Source: an optimization exercise on an open RTL-to-GDS flow (aim: small area and a short achievable clock period). Production flows keep margins and buffers that such runs may drop.

// inv_shift_sub_stage
module inv_shift_sub_stage #(
    parameter int TAG_W = 4
) (
    input  logic             CLK,
    input  logic             RST_N,
    input  logic             IN_VALID,
    output logic             IN_READY,
    input  logic [0:127]     IN,
    input  logic [TAG_W-1:0] IN_TAG,
    output logic             OUT_VALID,
    input  logic             OUT_READY,
    output logic [0:127]     OUT,
    output logic [TAG_W-1:0] OUT_TAG
);
clock: 5.0 ns
lec_check: 0
cap_margin: 20
core_margin: 2
core_utilization: 22
place_density: 0.3
setup_slack_margin: 2.35
slew_margin: 20
synth_hierarchical: 1
tns_end_percent: 10
standard.sh (not shown) runs the stock make flow with config.mk's settings and CLKGATE_MAP_FILE= SYNTH_SCRIPT=/design/flow/synth_recipe.tcl, a recipe that flattens the netlist after the stock synthesis.
==> flow/flow/run.sh <==
#!/bin/bash
set -euo pipefail
bash standard.sh BUFFER_PORTS_ARGS="-buffer_cell sky130_fd_sc_hd__buf_2" finish > run_make.log 2>&1
Change:
--- a/flow/config.mk
+++ b/flow/config.mk
@@ -10,6 +10,5 @@
 export CORE_UTILIZATION = 22
 export PLACE_DENSITY = 0.3
-export SETUP_SLACK_MARGIN = 2.35
+export SETUP_SLACK_MARGIN = 2.0
 export SLEW_MARGIN = 20
 export SYNTH_HIERARCHICAL = 1
-export TNS_END_PERCENT = 10
After rerunning:
- cell area is lower by 2.8%
- area after synthesis does not change
Change:
--- a/flow/config.mk
+++ b/flow/config.mk
@@ -10,5 +10,5 @@
 export CORE_UTILIZATION = 22
 export PLACE_DENSITY = 0.3
-export SETUP_SLACK_MARGIN = 2.0
+export SETUP_SLACK_MARGIN = 2.5
 export SLEW_MARGIN = 20
 export SYNTH_HIERARCHICAL = 1
=> The changed run passed the timing, design-rule and antenna checks. First-iteration DRC count is higher by roughly a tenth. Register-to-register slack gets better by 0.26 ns. Sequential share of layout area is lower by 2.8 points.
Change:
--- a/flow/config.mk
+++ b/flow/config.mk
@@ -10,5 +10,6 @@
 export CORE_UTILIZATION = 22
 export PLACE_DENSITY = 0.3
-export SETUP_SLACK_MARGIN = 2.5
+export SETUP_SLACK_MARGIN = 2.35
 export SLEW_MARGIN = 20
 export SYNTH_HIERARCHICAL = 1
+export TNS_END_PERCENT = 0
The new run completed with no timing, DRC or antenna violations; wire length is lower by 5.1%; cell count went down by 2.6%; final area goes down by 6.3%; die area stays the same.
Change:
--- a/flow/config.mk
+++ b/flow/config.mk
@@ -8,8 +8,7 @@
 export CAP_MARGIN = 20
 export CORE_MARGIN = 2
-export CORE_UTILIZATION = 22
-export PLACE_DENSITY = 0.3
+export CORE_UTILIZATION = 35
+export PLACE_DENSITY = 0.45
 export SETUP_SLACK_MARGIN = 2.35
 export SLEW_MARGIN = 20
 export SYNTH_HIERARCHICAL = 1
-export TNS_END_PERCENT = 0
Via count stays flat.
Non-clock buffer count rose by 7.
Utilization rose by 15 points.
Global-route usage rose by 4.1 points.
Wire length fell by roughly a tenth.
Change:
--- a/flow/config.mk
+++ b/flow/config.mk
@@ -8,7 +8,7 @@
 export CAP_MARGIN = 20
 export CORE_MARGIN = 2
-export CORE_UTILIZATION = 35
-export PLACE_DENSITY = 0.45
-export SETUP_SLACK_MARGIN = 2.35
+export CORE_UTILIZATION = 22
+export PLACE_DENSITY = 0.3
+export SETUP_SLACK_MARGIN = 2.2
 export SLEW_MARGIN = 20
 export SYNTH_HIERARCHICAL = 1
Cell count rose by 15%.
Die area went up by 58%.
Via count is lower by about 0.46%.
Final area climbs by about 0.7%.
Global-route usage decreases by 4.2 points.
Routed wire length increases by 12%.
Register-to-register slack gets worse by 0.07 ns.
Flip-flop and latch count does not change.
No functional check of the RTL was part of any run of this note.

---

old:
inv_shift_sub_stage, a different RTL version from the one above (not shown whole).
For scale: about 2800 cells after synthesis, ~330 flip-flops, ~270 I/O pins, roughly 27000 um2 of cells after synthesis.
Settings: LEC_CHECK=0, CAP_MARGIN=20, CORE_MARGIN=2, CORE_UTILIZATION=35, CTS_CLUSTER_DIAMETER=200, CTS_CLUSTER_SIZE=20, PLACE_DENSITY=0.45, SETUP_SLACK_MARGIN=2.6, SLEW_MARGIN=20, SYNTH_HIERARCHICAL=1, TNS_END_PERCENT=0; clock period 5.0 ns.
Scripts as last shown in full above: flow/flow/run.sh
Inputs modified between old and new:
Settings: a change of SETUP_SLACK_MARGIN from 2.6 to 2.5.
--- outcome ---
- Lower final period utilization among old and new: old
- The lower first-iteration DRC count of old and new is in old.
- old -> new: worst hold slack flat
- Between old and new, the layout-stage area growth over the synthesis result is higher for old.
- Looking at old and new, the met1 capacity usage during global routing is a wash.
- Compared with old, in new final area moved down; gate count of the mapped netlist level; worst setup slack decreased 0.015 ns; non-clock buffer count fell by 35.
No functional check of the RTL was part of any run of this note.

afterwards: timing with drivers on the ports:
How much do the figures lean on ideal ports? The routed layouts below were timed once more, with nothing changed but the port constraints. Step 1 (the two cells are an assumption about what drives the block):
set clk [get_ports {CLK}]
set_driving_cell -lib_cell sky130_fd_sc_hd__clkbuf_16 $clk
set_driving_cell -lib_cell sky130_fd_sc_hd__buf_2 [delete_from_list [all_inputs] $clk]
Step 2 also shifts input and output timing later by t, the mid clock arrival at the registers, as if the neighbouring blocks saw the same clock. Three values: ideal, step 1, step 2; two values: the first two.
run	t, ns	setup WS [ns]	worst setup path after step 2	latest minus earliest clock arrival (ns)	worst slew at a driven data input, ns
the first run of note 1	0.659	2.364 / 2.322 / 1.908	input to register	0.016 / 0.017	0.14
the second run of note 1	0.657	2.238 / 2.214 / 1.907	input to register	0.014 / 0.014	0.14
the third run of note 1	0.659	2.496 / 2.496 / 2.000	input to register	0.015 / 0.014	0.18
the fourth run of note 1	0.657	2.374 / 2.333 / 1.909	input to register	0.016 / 0.016	0.14
the fifth run of note 1	0.627	2.452 / 2.436 / 1.934	input to register	0.019 / 0.019	0.10
the sixth run of note 1	0.658	2.352 / 2.290 / 1.908	input to register	0.016 / 0.016	0.14
old	0.613	2.589 / 2.566 / 2.047	input to register	0.020 / 0.021	0.11
new	0.613	2.574 / 2.558 / 2.025	input to register	0.020 / 0.020	0.11
After both steps every run listed still meets setup and hold. The setup slack of new, which loses most, moves by -0.016 ns with the drivers and by -0.549 ns with both steps.
